This design comes from an exercise in tuning for small area and a short achievable clock period on the open sky130 flow, not from production work. Where RTL was checked, it was by simulation tests only, not by an equivalence proof against the original. Power is estimated from default activity; no workload was simulated.

## job 704
==> module hansen_icache_aoi222, before the edit <==
module hansen_icache_aoi222 (input logic a1, a2, b1, b2, c1, c2, output logic y);
    assign y = !((a1 && a2) || (b1 && b2) || (c1 && c2));
endmodule
==> module hansen_icache_rdbit, before the edit <==
module hansen_icache_rdbit (
    input  logic [63:0] sel,
    input  logic [63:0] d,
    output logic        y
);
    logic [21:0] t;    
    logic [5:0]  u;    
    logic [2:0]  v;
    for (genvar k = 0; k < 21; k++) begin : g_t
        hansen_icache_aoi222 u_t (.a1(sel[3*k]), .a2(d[3*k]), .b1(sel[3*k+1]), .b2(d[3*k+1]),
                                  .c1(sel[3*k+2]), .c2(d[3*k+2]), .y(t[k]));
    end
    hansen_icache_nand2 u_t21 (.a(sel[63]), .b(d[63]), .y(t[21]));
    for (genvar m = 0; m < 5; m++) begin : g_u
        hansen_icache_nand4 u_u (.a(t[4*m]), .b(t[4*m+1]), .c(t[4*m+2]), .d(t[4*m+3]), .y(u[m]));
    end
    hansen_icache_nand2 u_u5 (.a(t[20]), .b(t[21]), .y(u[5]));
    for (genvar n = 0; n < 3; n++) begin : g_v
        hansen_icache_nor2 u_v (.a(u[2*n]), .b(u[2*n+1]), .y(v[n]));
    end
    hansen_icache_nand3 u_y (.a(v[0]), .b(v[1]), .c(v[2]), .y(y));
endmodule
==> module hansen_icache_data, before the edit <==
module hansen_icache_data (
    input  logic        clk,
    input  logic [3:0]  rd_index,
    input  logic [1:0]  rd_offset,
    input  logic [23:0] rd_tag,
    input  logic [15:0] rd_valid,
    output logic [31:0] rd_data,
    output logic [1:0]  rd_miss,     
    input  logic        wr_en,
    input  logic [3:0]  wr_index,
    input  logic [1:0]  wr_offset,
    input  logic [31:0] wr_data,
    input  logic        tag_we,
    input  logic [23:0] wr_tag
);
    logic [31:0] data_mem [64];
    logic [23:0] tag_mem  [16];
    logic [63:0] word_sel [4];
    logic [15:0] vsel, line_hit_n;
    logic [3:0]  q;
    logic [3:0]  dec_w [4], dec_lo [4], dec_hi [4];
    for (genvar c = 0; c < 4; c++) begin : g_dec
        hansen_icache_dec2 u_dec_w  (.a(rd_offset),     .y(dec_w[c]));
        hansen_icache_dec2 u_dec_lo (.a(rd_index[1:0]), .y(dec_lo[c]));
        hansen_icache_dec2 u_dec_hi (.a(rd_index[3:2]), .y(dec_hi[c]));
        for (genvar i = 0; i < 16; i++) begin : g_sel
            for (genvar j = 0; j < 4; j++) begin : g_w
                hansen_icache_and3 u_wsel (.a(dec_w[c][j]), .b(dec_lo[c][i%4]), .c(dec_hi[c][i/4]),
                                           .y(word_sel[c][i*4+j]));
            end
        end
    end
    for (genvar i = 0; i < 16; i++) begin : g_vsel
        hansen_icache_and3 u_vsel (.a(rd_valid[i]), .b(dec_lo[0][i%4]), .c(dec_hi[0][i/4]), .y(vsel[i]));
    end
    for (genvar b = 0; b < 32; b++) begin : g_rd
        logic [63:0] d;
        for (genvar w = 0; w < 64; w++) begin : g_d
            assign d[w] = data_mem[w][b];
        end
        hansen_icache_rdbit u_bit (.sel(word_sel[b/8]), .d(d), .y(rd_data[b]));
    end
    for (genvar i = 0; i < 16; i++) begin : g_tag
        hansen_icache_tagcmp u_cmp (.stored(tag_mem[i]), .tag(rd_tag), .vsel(vsel[i]), .y(line_hit_n[i]));
    end
    for (genvar k = 0; k < 4; k++) begin : g_q
        hansen_icache_nand4 u_q (.a(line_hit_n[4*k]), .b(line_hit_n[4*k+1]), .c(line_hit_n[4*k+2]),
                                 .d(line_hit_n[4*k+3]), .y(q[k]));
    end
    hansen_icache_nor2 u_miss0 (.a(q[0]), .b(q[1]), .y(rd_miss[0]));
    hansen_icache_nor2 u_miss1 (.a(q[2]), .b(q[3]), .y(rd_miss[1]));
    always_ff @(posedge clk) begin
        for (int i = 0; i < 16; i++) begin
            for (int j = 0; j < 4; j++)
                if (wr_en && wr_index == 4'(i) && wr_offset == 2'(j))
                    data_mem[i*4+j] <= wr_data;
            if (tag_we && wr_index == 4'(i))
                tag_mem[i] <= wr_tag;
        end
    end
endmodule
clock: 5.5 ns
lec_check: 0
cap_margin: 30
core_margin: 2
core_utilization: 60
place_density: 0.75
setup_slack_margin: 2.0
slew_margin: 30
synth_hierarchical: 1
synth_minimum_keep_size: 0
standard.sh (not shown) runs the stock make flow with config.mk's settings and CLKGATE_MAP_FILE= SYNTH_SCRIPT=/design/flow/synth_recipe.tcl, a recipe that flattens the netlist after the stock synthesis.
==> flow/flow/run.sh <==
#!/bin/bash
# Layout flow: the standard ORFS flow (standard.sh: its synthesis, floorplan, power grid and
# tap cells unchanged) with two settings it does not expose:
#  - clock tree synthesis clusters up to 30 flip-flops per clkbuf_16 leaf and adds no dummy
#    balancing loads;
#  - every input and output port gets a buf_2 port buffer (the resizer still upsizes the ones
#    on critical paths) instead of the default delay-cell-sized buffer.
# make's full output goes to flow_make.log here; each ORFS step also keeps its own log under
# orfs/logs/.
set -euo pipefail
CTS="-sink_clustering_enable -repair_clock_nets -sink_clustering_size 30"
CTS="$CTS -sink_clustering_max_diameter 60 -buf_list sky130_fd_sc_hd__clkbuf_16 -dont_use_dummy_load"
bash standard.sh "CTS_ARGS=$CTS" "BUFFER_PORTS_ARGS=-buffer_cell sky130_fd_sc_hd__buf_2" finish \
    > flow_make.log 2>&1
Job 704 was carried through to the last stage, and its layout satisfied the timing, DRC and antenna checks.
Input changes introduced in job 4568 (baseline for comparison: job 704):
--- a/flow/design.v
+++ b/flow/design.v
@@ -4,10 +4,10 @@
     localparam int OFFSET_W = 2;
     localparam int INDEX_W  = 4;
     localparam int TAG_W    = 24;
 endpackage
-module hansen_icache_aoi222 (input logic a1, a2, b1, b2, c1, c2, output logic y);
-    assign y = !((a1 && a2) || (b1 && b2) || (c1 && c2));
+module hansen_icache_oai22 (input logic a1, a2, b1, b2, output logic y);
+    assign y = !((a1 || a2) && (b1 || b2));
 endmodule
 module hansen_icache_nand2 (input logic a, b, output logic y);
     assign y = !(a && b);
 endmodule
@@ -29,28 +29,29 @@
 module hansen_icache_dec2 (input logic [1:0] a, output logic [3:0] y);
     assign y = 4'b0001 << a;
 endmodule
 module hansen_icache_rdbit (
-    input  logic [63:0] sel,
-    input  logic [63:0] d,
+    input  logic [63:0] sel_n,
+    input  logic [63:0] d_n,
     output logic        y
 );
-    logic [21:0] t;    
-    logic [5:0]  u;    
-    logic [2:0]  v;
-    for (genvar k = 0; k < 21; k++) begin : g_t
-        hansen_icache_aoi222 u_t (.a1(sel[3*k]), .a2(d[3*k]), .b1(sel[3*k+1]), .b2(d[3*k+1]),
-                                  .c1(sel[3*k+2]), .c2(d[3*k+2]), .y(t[k]));
-    end
-    hansen_icache_nand2 u_t21 (.a(sel[63]), .b(d[63]), .y(t[21]));
-    for (genvar m = 0; m < 5; m++) begin : g_u
-        hansen_icache_nand4 u_u (.a(t[4*m]), .b(t[4*m+1]), .c(t[4*m+2]), .d(t[4*m+3]), .y(u[m]));
-    end
-    hansen_icache_nand2 u_u5 (.a(t[20]), .b(t[21]), .y(u[5]));
-    for (genvar n = 0; n < 3; n++) begin : g_v
-        hansen_icache_nor2 u_v (.a(u[2*n]), .b(u[2*n+1]), .y(v[n]));
-    end
-    hansen_icache_nand3 u_y (.a(v[0]), .b(v[1]), .c(v[2]), .y(y));
+    logic [31:0] t;    
+    logic [15:0] u;    
+    logic [3:0]  v;    
+    logic [1:0]  w;
+    for (genvar k = 0; k < 32; k++) begin : g_t
+        hansen_icache_oai22 u_t (.a1(sel_n[2*k]), .a2(d_n[2*k]), .b1(sel_n[2*k+1]), .b2(d_n[2*k+1]),
+                                 .y(t[k]));
+    end
+    for (genvar m = 0; m < 16; m++) begin : g_u
+        hansen_icache_nor2 u_u (.a(t[2*m]), .b(t[2*m+1]), .y(u[m]));
+    end
+    for (genvar n = 0; n < 4; n++) begin : g_v
+        hansen_icache_nand4 u_v (.a(u[4*n]), .b(u[4*n+1]), .c(u[4*n+2]), .d(u[4*n+3]), .y(v[n]));
+    end
+    hansen_icache_nor2 u_w0 (.a(v[0]), .b(v[1]), .y(w[0]));
+    hansen_icache_nor2 u_w1 (.a(v[2]), .b(v[3]), .y(w[1]));
+    hansen_icache_nand2 u_y (.a(w[0]), .b(w[1]), .y(y));
 endmodule
 module hansen_icache_tagcmp (
     input  logic [23:0] stored,
     input  logic [23:0] tag,
@@ -85,11 +86,11 @@
     input  logic [31:0] wr_data,
     input  logic        tag_we,
     input  logic [23:0] wr_tag
 );
-    logic [31:0] data_mem [64];
+    logic [31:0] data_n_mem [64];    
     logic [23:0] tag_mem  [16];
-    logic [63:0] word_sel [4];
+    logic [63:0] word_sel_n [4];
     logic [15:0] vsel, line_hit_n;
     logic [3:0]  q;
     logic [3:0]  dec_w [4], dec_lo [4], dec_hi [4];
     for (genvar c = 0; c < 4; c++) begin : g_dec
@@ -97,10 +98,10 @@
         hansen_icache_dec2 u_dec_lo (.a(rd_index[1:0]), .y(dec_lo[c]));
         hansen_icache_dec2 u_dec_hi (.a(rd_index[3:2]), .y(dec_hi[c]));
         for (genvar i = 0; i < 16; i++) begin : g_sel
             for (genvar j = 0; j < 4; j++) begin : g_w
-                hansen_icache_and3 u_wsel (.a(dec_w[c][j]), .b(dec_lo[c][i%4]), .c(dec_hi[c][i/4]),
-                                           .y(word_sel[c][i*4+j]));
+                hansen_icache_nand3 u_wsel (.a(dec_w[c][j]), .b(dec_lo[c][i%4]), .c(dec_hi[c][i/4]),
+                                            .y(word_sel_n[c][i*4+j]));
             end
         end
     end
     for (genvar i = 0; i < 16; i++) begin : g_vsel
@@ -108,11 +109,11 @@
     end
     for (genvar b = 0; b < 32; b++) begin : g_rd
         logic [63:0] d;
         for (genvar w = 0; w < 64; w++) begin : g_d
-            assign d[w] = data_mem[w][b];
-        end
-        hansen_icache_rdbit u_bit (.sel(word_sel[b/8]), .d(d), .y(rd_data[b]));
+            assign d[w] = data_n_mem[w][b];
+        end
+        hansen_icache_rdbit u_bit (.sel_n(word_sel_n[b/8]), .d_n(d), .y(rd_data[b]));
     end
     for (genvar i = 0; i < 16; i++) begin : g_tag
         hansen_icache_tagcmp u_cmp (.stored(tag_mem[i]), .tag(rd_tag), .vsel(vsel[i]), .y(line_hit_n[i]));
     end
@@ -125,9 +126,9 @@
     always_ff @(posedge clk) begin
         for (int i = 0; i < 16; i++) begin
             for (int j = 0; j < 4; j++)
                 if (wr_en && wr_index == 4'(i) && wr_offset == 2'(j))
-                    data_mem[i*4+j] <= wr_data;
+                    data_n_mem[i*4+j] <= ~wr_data;
             if (tag_we && wr_index == 4'(i))
                 tag_mem[i] <= wr_tag;
         end
     end
[summary]
- Run comparison: job 4568 combinational family with the most area after synthesis simple AND/OR/NAND/NOR gates; job 704 combinational family with the most area after synthesis compound AO/OA/AOI/OAI gates
- Job 4568 vs job 704 — number of design-rule violations left by the first detailed-router iteration dropped 7.6%.
- Instance count on the critical path: job 4568 and job 704 compared, higher one is job 4568
- On job 4568: global-route usage is 2.7 points higher than what job 704 gave.
- Per the comparison of job 4568 with job 704, worst setup margin increased 130 ps; fraction of area in multi-input gates went up 2.0 points; clock buffer instance count of the final layout fell 1.
- From job 704 to job 4568 the numbers moved as follows: vias per cell shows a reduction of 2.9%; relative max-transition margin shows a reduction of 9.2 points; area added between synthesis and finish shows an increase of 3.3 points.


== red ==
hansen_icache, a different RTL version from the one above (not shown whole).
Size: ~4,500 cells after synthesis, ~2,500 flip-flops.
==> module hansen_icache_data, before the edit <==
module hansen_icache_data (
    input  logic        clk,
    input  logic [3:0]  rd_index,
    input  logic [1:0]  rd_offset,
    input  logic [23:0] rd_tag,
    input  logic [15:0] rd_valid,
    output logic [31:0] rd_data,
    output logic [1:0]  rd_miss,     
    input  logic        wr_en,
    input  logic [3:0]  wr_index,
    input  logic [1:0]  wr_offset,
    input  logic [31:0] wr_data,
    input  logic        tag_we,
    input  logic [23:0] wr_tag
);
    logic [31:0] data_mem [64];
    logic [23:0] tag_mem  [16];
    logic [63:0] word_sel;
    logic [15:0] vsel, line_hit_n;
    logic [3:0]  q;
    always_comb begin
        for (int i = 0; i < 16; i++) begin
            vsel[i] = rd_valid[i] && (rd_index == 4'(i));
            for (int j = 0; j < 4; j++)
                word_sel[i*4+j] = (rd_index == 4'(i)) && (rd_offset == 2'(j));
        end
    end
    for (genvar b = 0; b < 32; b++) begin : g_rd
        logic [63:0] d;
        for (genvar w = 0; w < 64; w++) begin : g_d
            assign d[w] = data_mem[w][b];
        end
        hansen_icache_rdbit u_bit (.sel(word_sel), .d(d), .y(rd_data[b]));
    end
    for (genvar i = 0; i < 16; i++) begin : g_tag
        hansen_icache_tagcmp u_cmp (.stored(tag_mem[i]), .tag(rd_tag), .vsel(vsel[i]), .y(line_hit_n[i]));
    end
    for (genvar k = 0; k < 4; k++) begin : g_q
        hansen_icache_nand4 u_q (.a(line_hit_n[4*k]), .b(line_hit_n[4*k+1]), .c(line_hit_n[4*k+2]),
                                 .d(line_hit_n[4*k+3]), .y(q[k]));
    end
    hansen_icache_nor2 u_miss0 (.a(q[0]), .b(q[1]), .y(rd_miss[0]));
    hansen_icache_nor2 u_miss1 (.a(q[2]), .b(q[3]), .y(rd_miss[1]));
    always_ff @(posedge clk) begin
        for (int i = 0; i < 16; i++) begin
            for (int j = 0; j < 4; j++)
                if (wr_en && wr_index == 4'(i) && wr_offset == 2'(j))
                    data_mem[i*4+j] <= wr_data;
            if (tag_we && wr_index == 4'(i))
                tag_mem[i] <= wr_tag;
        end
    end
endmodule
Settings: LEC_CHECK=0, CAP_MARGIN=20, CORE_MARGIN=2, CORE_UTILIZATION=60, CTS_BUF_LIST=sky130_fd_sc_hd__clkbuf_16, CTS_CLUSTER_DIAMETER=60, CTS_CLUSTER_SIZE=24, PLACE_DENSITY=0.75, SETUP_SLACK_MARGIN=2.0, SLEW_MARGIN=20, SYNTH_HIERARCHICAL=1, SYNTH_MINIMUM_KEEP_SIZE=0; clock period 5.5 ns.
run.sh (not shown) runs the stock make flow with config.mk's settings and CLKGATE_MAP_FILE= SYNTH_SCRIPT=/design/flow/synth_recipe.tcl, a recipe that flattens the netlist after the stock synthesis.
Stock flow here: none of the scripts above is used.
red finished all stages; the layout is clean.
Inputs modified between red and green:
--- a/flow/design.v
+++ b/flow/design.v
@@ -21,8 +21,14 @@
     assign y = !(a || b);
 endmodule
 module hansen_icache_xnor2 (input logic a, b, output logic y);
     assign y = !(a ^ b);
+endmodule
+module hansen_icache_and3 (input logic a, b, c, output logic y);
+    assign y = a && b && c;
+endmodule
+module hansen_icache_dec2 (input logic [1:0] a, output logic [3:0] y);
+    assign y = 4'b0001 << a;
 endmodule
 module hansen_icache_rdbit (
     input  logic [63:0] sel,
     input  logic [63:0] d,
@@ -81,24 +87,32 @@
     input  logic [23:0] wr_tag
 );
     logic [31:0] data_mem [64];
     logic [23:0] tag_mem  [16];
-    logic [63:0] word_sel;
+    logic [63:0] word_sel [2];
     logic [15:0] vsel, line_hit_n;
     logic [3:0]  q;
-    always_comb begin
-        for (int i = 0; i < 16; i++) begin
-            vsel[i] = rd_valid[i] && (rd_index == 4'(i));
-            for (int j = 0; j < 4; j++)
-                word_sel[i*4+j] = (rd_index == 4'(i)) && (rd_offset == 2'(j));
-        end
+    logic [3:0]  dec_w [2], dec_lo [2], dec_hi [2];
+    for (genvar c = 0; c < 2; c++) begin : g_dec
+        hansen_icache_dec2 u_dec_w  (.a(rd_offset),     .y(dec_w[c]));
+        hansen_icache_dec2 u_dec_lo (.a(rd_index[1:0]), .y(dec_lo[c]));
+        hansen_icache_dec2 u_dec_hi (.a(rd_index[3:2]), .y(dec_hi[c]));
+        for (genvar i = 0; i < 16; i++) begin : g_sel
+            for (genvar j = 0; j < 4; j++) begin : g_w
+                hansen_icache_and3 u_wsel (.a(dec_w[c][j]), .b(dec_lo[c][i%4]), .c(dec_hi[c][i/4]),
+                                           .y(word_sel[c][i*4+j]));
+            end
+        end
+    end
+    for (genvar i = 0; i < 16; i++) begin : g_vsel
+        hansen_icache_and3 u_vsel (.a(rd_valid[i]), .b(dec_lo[0][i%4]), .c(dec_hi[0][i/4]), .y(vsel[i]));
     end
     for (genvar b = 0; b < 32; b++) begin : g_rd
         logic [63:0] d;
         for (genvar w = 0; w < 64; w++) begin : g_d
             assign d[w] = data_mem[w][b];
         end
-        hansen_icache_rdbit u_bit (.sel(word_sel), .d(d), .y(rd_data[b]));
+        hansen_icache_rdbit u_bit (.sel(word_sel[b/16]), .d(d), .y(rd_data[b]));
     end
     for (genvar i = 0; i < 16; i++) begin : g_tag
         hansen_icache_tagcmp u_cmp (.stored(tag_mem[i]), .tag(rd_tag), .vsel(vsel[i]), .y(line_hit_n[i]));
     end
### Flow results
Both conditions hold for green: the flow ran to the end and the final layout passed the timing, DRC and antenna checks. green vs red, growth of design area from synthesis to finish went down by 2.1 points. green reports a lower first-pass GRT wire length than red does. Routed length on met3 (green vs. red) decreases by more than 10%. Min placed wire-length estimate after detailed placement across green and red: green. When green is set beside red, its maximum ir drop on the vdd rail turns out to be 28% larger. When green is measured against red, its utilization after layout turns out 1.2 points lower. On horizontal die dimension, green and red are basically level. Non-filler instance count after layout was higher in red than in green. The aggregate routed wire length number comes out higher for red vs green. Against red, green comes in 14 points higher on headroom to the max-slew limit. Comparing green and red, post-route total power is higher on red.
Only the layout flow was run in red; the RTL was not checked for function there.

## what the ideal ports hide
No port has a modelled driver above. Below, the same layouts with a new extraction and two added sets of constraints. Step 1 sets driving cells, clkbuf_16 on the clock port and buf_2 on the other inputs (assumed; they add their load-dependent delay and slew). Step 2 adds t to the input delays and takes it off the output delays; t is the mean of the earliest and latest rising clock arrival at the registers after step 1. Input paths then give back, and output paths get back, about the clock's delay inside the block. Slacks: ideal ports / drivers / drivers and shift; pairs: ideal ports / drivers.
run	shift t [ns]	setup slack, ns	worst setup path at the end
job 704	0.863	1.202 / 0.866 / 0.866	input to output
job 4568	0.863	1.336 / 1.049 / 1.049	input to output
red	0.890	0.621 / 0.586 / 0.586	input to output
green	0.875	0.904 / 0.843 / 0.843	input to output
After both steps every run listed still meets setup and hold. The setup slack of job 704, which loses most, moves by -0.336 ns with the drivers and by -0.336 ns with both steps.
